This is an optimization exercise on Yosys and OpenROAD, whose aim is small area, a short achievable clock period and few clock cycles, not a production implementation. Only simulation tests tie the RTL to the original design; equivalence was not proved. No activity file was given, so power comes from the tool's default toggle rates.

## v6
Design centered_pixel_doubler, start of the top module:
module centered_pixel_doubler (
  input  wire logic        clk,
  input  wire logic        rst_n,
  input  wire logic        in_push,
  output logic             in_full,
  input  wire logic [48:0] in_word,
  output logic             out_empty,
  input  wire logic        out_pop,
  output logic [56:0]      out_word,
  input  wire logic        cfg_we,
  input  wire logic [0:0]  cfg_index,
  input  wire logic [12:0] cfg_wdata
);
  logic [12:0] w_r, h_r;
  logic [12:0] wd_sat;
  assign wd_sat = (cfg_wdata[12] && (cfg_wdata[11:0] != 12'd0)) ? 13'd4096 : cfg_wdata;
  always_ff @(posedge clk) begin
    if (!rst_n) begin
      w_r <= 13'd512;
      h_r <= 13'd480;
    end else if (cfg_we) begin
      if (cfg_index == 1'b0) w_r <= wd_sat;
      else                   h_r <= wd_sat;
    end
  end
  logic        s_c;
  logic        s_r;           
  logic        w_lo;          
  logic        h_lo;          
  logic        neg_c;         
  logic [11:0] hh, ww;
  logic [11:0] b_c;           
  logic [12:0] kx_c;          
  logic        kci_c;         
  logic [13:0] wm_r;          
  ...
Size in the first run: roughly 1,900 cells after synthesis, about 280 flip-flops, about 130 I/O pins.
make LEC_CHECK=0 CAP_MARGIN=20 CORE_MARGIN=2 CORE_UTILIZATION=50 SETUP_SLACK_MARGIN=3.1 SLEW_MARGIN=20 finish   # period 6.0 ns
run.sh (not shown) runs the stock make flow with config.mk's settings and CLKGATE_MAP_FILE= SYNTH_SCRIPT=/design/flow/synth_recipe.tcl, a recipe that flattens the netlist after the stock synthesis.
v6: no failed stages, no open violations at the end
Testbench counts of v6, summed over its fixed seeds: cycles 21,201.
> inputs changed (v6 -> v7)
# v6
export LEC_CHECK = 0
export CAP_MARGIN = 20
export CORE_MARGIN = 2
export CORE_UTILIZATION = 50
export SETUP_SLACK_MARGIN = 3.1
export SLEW_MARGIN = 20
create_clock -name core_clock -period 6.0 [get_ports {clk}]
# v7
export LEC_CHECK = 0
export CAP_MARGIN = 20
export CORE_MARGIN = 2
export CORE_UTILIZATION = 40
export SETUP_SLACK_MARGIN = 3.5
export SLEW_MARGIN = 20
create_clock -name core_clock -period 6.0 [get_ports {clk}]
Results
The tap cell instance count number comes out higher for v7 vs v6. On multi-input logic cell count, v7 tracks v6 almost exactly. Having completed the whole flow, v7 delivered a layout that passed the timing, design-rule and antenna checks. Both conditions hold for v6: the flow ran to the end and the final layout passed the timing, design-rule and antenna checks. Of v7 and v6, v7 shows the higher growth of design area from synthesis to finish, with v6 below it. Comparing v7 and v6, the lower clock power is on v6. Compared to v6, v7 has cell count after placement 133 higher. Run comparison: v7 capture point of the critical path o_idx_r[23]$_DFFE_PP_; v6 capture point of the critical path o_idx_r[18]$_DFFE_PP_. Against v6, number of non-clock inverters in the layout in v7 rose slightly. Non-clock buffer count: v7 vs v6 up 86. After detailed routing, v6 needs less wire than v7. Compared with v6, in v7 global-route wire length before repair rose by 5.3%, data-path buffer share of cell area in the final layout moved up.


centered_pixel_doubler again, from the RTL that the note above started with.
clock: 6.0 ns
lec_check: 0
cap_margin: 20
core_margin: 2
core_utilization: 40
setup_slack_margin: 2.7
slew_margin: 20
Testbench counts at the start, summed over its fixed seeds: cycles 21,201.
Change:
SETUP_SLACK_MARGIN = 3.2   (was 2.7)
Outcome: Via count came out higher by 0.65%; non-clock buffer count came out higher by 40; clock power stays flat; power came out higher by 0.59%; sequential share of layout area came out lower by 0.87 points; worst hold slack degrades by 0.0068 ns; area after synthesis is unchanged.


## south
centered_pixel_doubler, a different RTL version from the one above (not shown whole).
Size in the first run: about 130 I/O pins, roughly 0.016 mm^2 of cells after synthesis.
## centered_pixel_doubler
module centered_pixel_doubler (
  input  wire logic        clk,
  input  wire logic        rst_n,
  input  wire logic        in_push,
  output logic             in_full,
  input  wire logic [48:0] in_word,
  output logic             out_empty,
  input  wire logic        out_pop,
  output logic [56:0]      out_word,
  input  wire logic        cfg_we,
  input  wire logic [0:0]  cfg_index,
  input  wire logic [12:0] cfg_wdata
);
make LEC_CHECK=0 CAP_MARGIN=20 CORE_MARGIN=2 CORE_UTILIZATION=40 SLEW_MARGIN=20 finish   # period 6.0 ns
Testbench counts of south, summed over its fixed seeds: cycles 21,185.
#### Input delta (middle over south)
Settings: ABC_CLOCK_PERIOD_IN_PS: unset -> 2400; SETUP_SLACK_MARGIN: unset -> 3.6.
Notes after the runs:
[middle] final antenna diode count rose 1 relative to south
Worst hold margin delta (middle -> south): insignificant
The run showing the smaller maximum clock frequency is south.
Going from south to middle, the final critical-path share of the clock period was found to have gone down by 16 points.
Compared with south, in middle final instance area grew by 0.0037 mm^2; final wirelength grew by 7.8 mm.
Of the two values seen for uppermost signal routing layer after detailed routing, met4 was produced by south and met5 by middle.


Another version of the RTL of centered_pixel_doubler (not shown whole).
Size in the first run: ~280 flip-flops, ~130 I/O pins, roughly 18000 um^2 of cells after synthesis.
==> flow/config.mk <==
export PLATFORM = sky130hd
export DESIGN_NAME = centered_pixel_doubler
export DESIGN_NICKNAME = centered_pixel_doubler
export VERILOG_FILES = /design/flow/design.v
export SDC_FILE = /design/flow/constraint.sdc
export NUM_CORES = 4
export LEC_CHECK = 0
export ABC_CLOCK_PERIOD_IN_PS = 2200
export CAP_MARGIN = 20
export CORE_MARGIN = 2
export CORE_UTILIZATION = 40
export SETUP_SLACK_MARGIN = 3.2
export SLEW_MARGIN = 20
==> flow/constraint.sdc <==
create_clock -name core_clock -period 6.0 [get_ports {clk}]
set_input_delay 1.2000 -clock core_clock [delete_from_list [all_inputs] [get_ports {clk}]]
set_output_delay 1.2000 -clock core_clock [all_outputs]
set_load 0.01 [all_outputs]
Testbench counts at the start, summed over its fixed seeds: cycles 21,193.
Change:
ABC_CLOCK_PERIOD_IN_PS = unset   (was 2200)
SETUP_SLACK_MARGIN = 3.8   (was 3.2)
Effect: The changed run produced a clean layout. Sequential share of layout area fell by 2.8 points. Die area stays the same. Maximum frequency decreases slightly. Total power increases by roughly a tenth. Via count climbs by a little under a tenth. Synthesized cell count stays the same. Synthesized area stays the same. Setup slack degrades by 0.053 ns. Core utilization rises by 4.9 points. Wire length grows by about a fifth. Count of clock-buffer cells in the layout decreases by 9.


centered_pixel_doubler again, from the RTL that the note above started with.
clock: 6.0 ns
lec_check: 0
cap_margin: 20
core_margin: 2
core_utilization: 40
setup_slack_margin: 3.0
slew_margin: 20
Testbench counts at the start, summed over its fixed seeds: cycles 21,193.
Then changed:
SETUP_SLACK_MARGIN = 3.2   (was 3.0)
Sequential power is about the same.
Power stays flat.
Non-clock buffer count went up by 40.
Sequential share of layout area came out lower by 1.1 points.

[separate check: timing with driven ports]
In the flow no input, the clock included, has a driving cell. The finished layouts below were timed again as built, in two steps.
Step 1, drivers: a clkbuf_16 drives clk and a buf_2 each remaining input, both assumed.
Step 2 times the ports against the registers' clock, not the clock port: input delays grow and output delays shrink by t, the midpoint of the rising clock arrivals with the driver on.
Three values: no drivers, after step 1, after step 2; two values: the first two.
| run | t (ns) | slack for setup (ns) | worst slew at a driven data input, ns |
|---|---|---|---|
| v6 | 0.571 | 2.836 / 2.836 / 2.699 | 0.07 |
| v7 | 0.600 | 2.856 / 2.856 / 2.856 | 0.06 |
| the first run of note 2 | 0.639 | 2.832 / 2.832 / 2.275 | 0.07 |
| the second run of note 2 | 0.596 | 2.912 / 2.912 / 2.717 | 0.05 |
| south | 0.637 | 1.931 / 1.931 / 1.931 | 0.05 |
| middle | 0.641 | 2.904 / 2.904 / 2.904 | 0.06 |
| the first run of note 4 | 0.577 | 3.083 / 3.083 / 2.709 | 0.05 |
| the second run of note 4 | 0.589 | 3.030 / 3.030 / 2.994 | 0.07 |
| the first run of note 5 | 0.599 | 2.961 / 2.961 / 2.583 | 0.05 |
| the second run of note 5 | 0.577 | 3.083 / 3.083 / 2.709 | 0.05 |
After both steps every run listed still meets setup and hold. The setup slack of the first run of note 2, which loses most, moves by 0.000 ns with the drivers and by -0.557 ns with both steps.
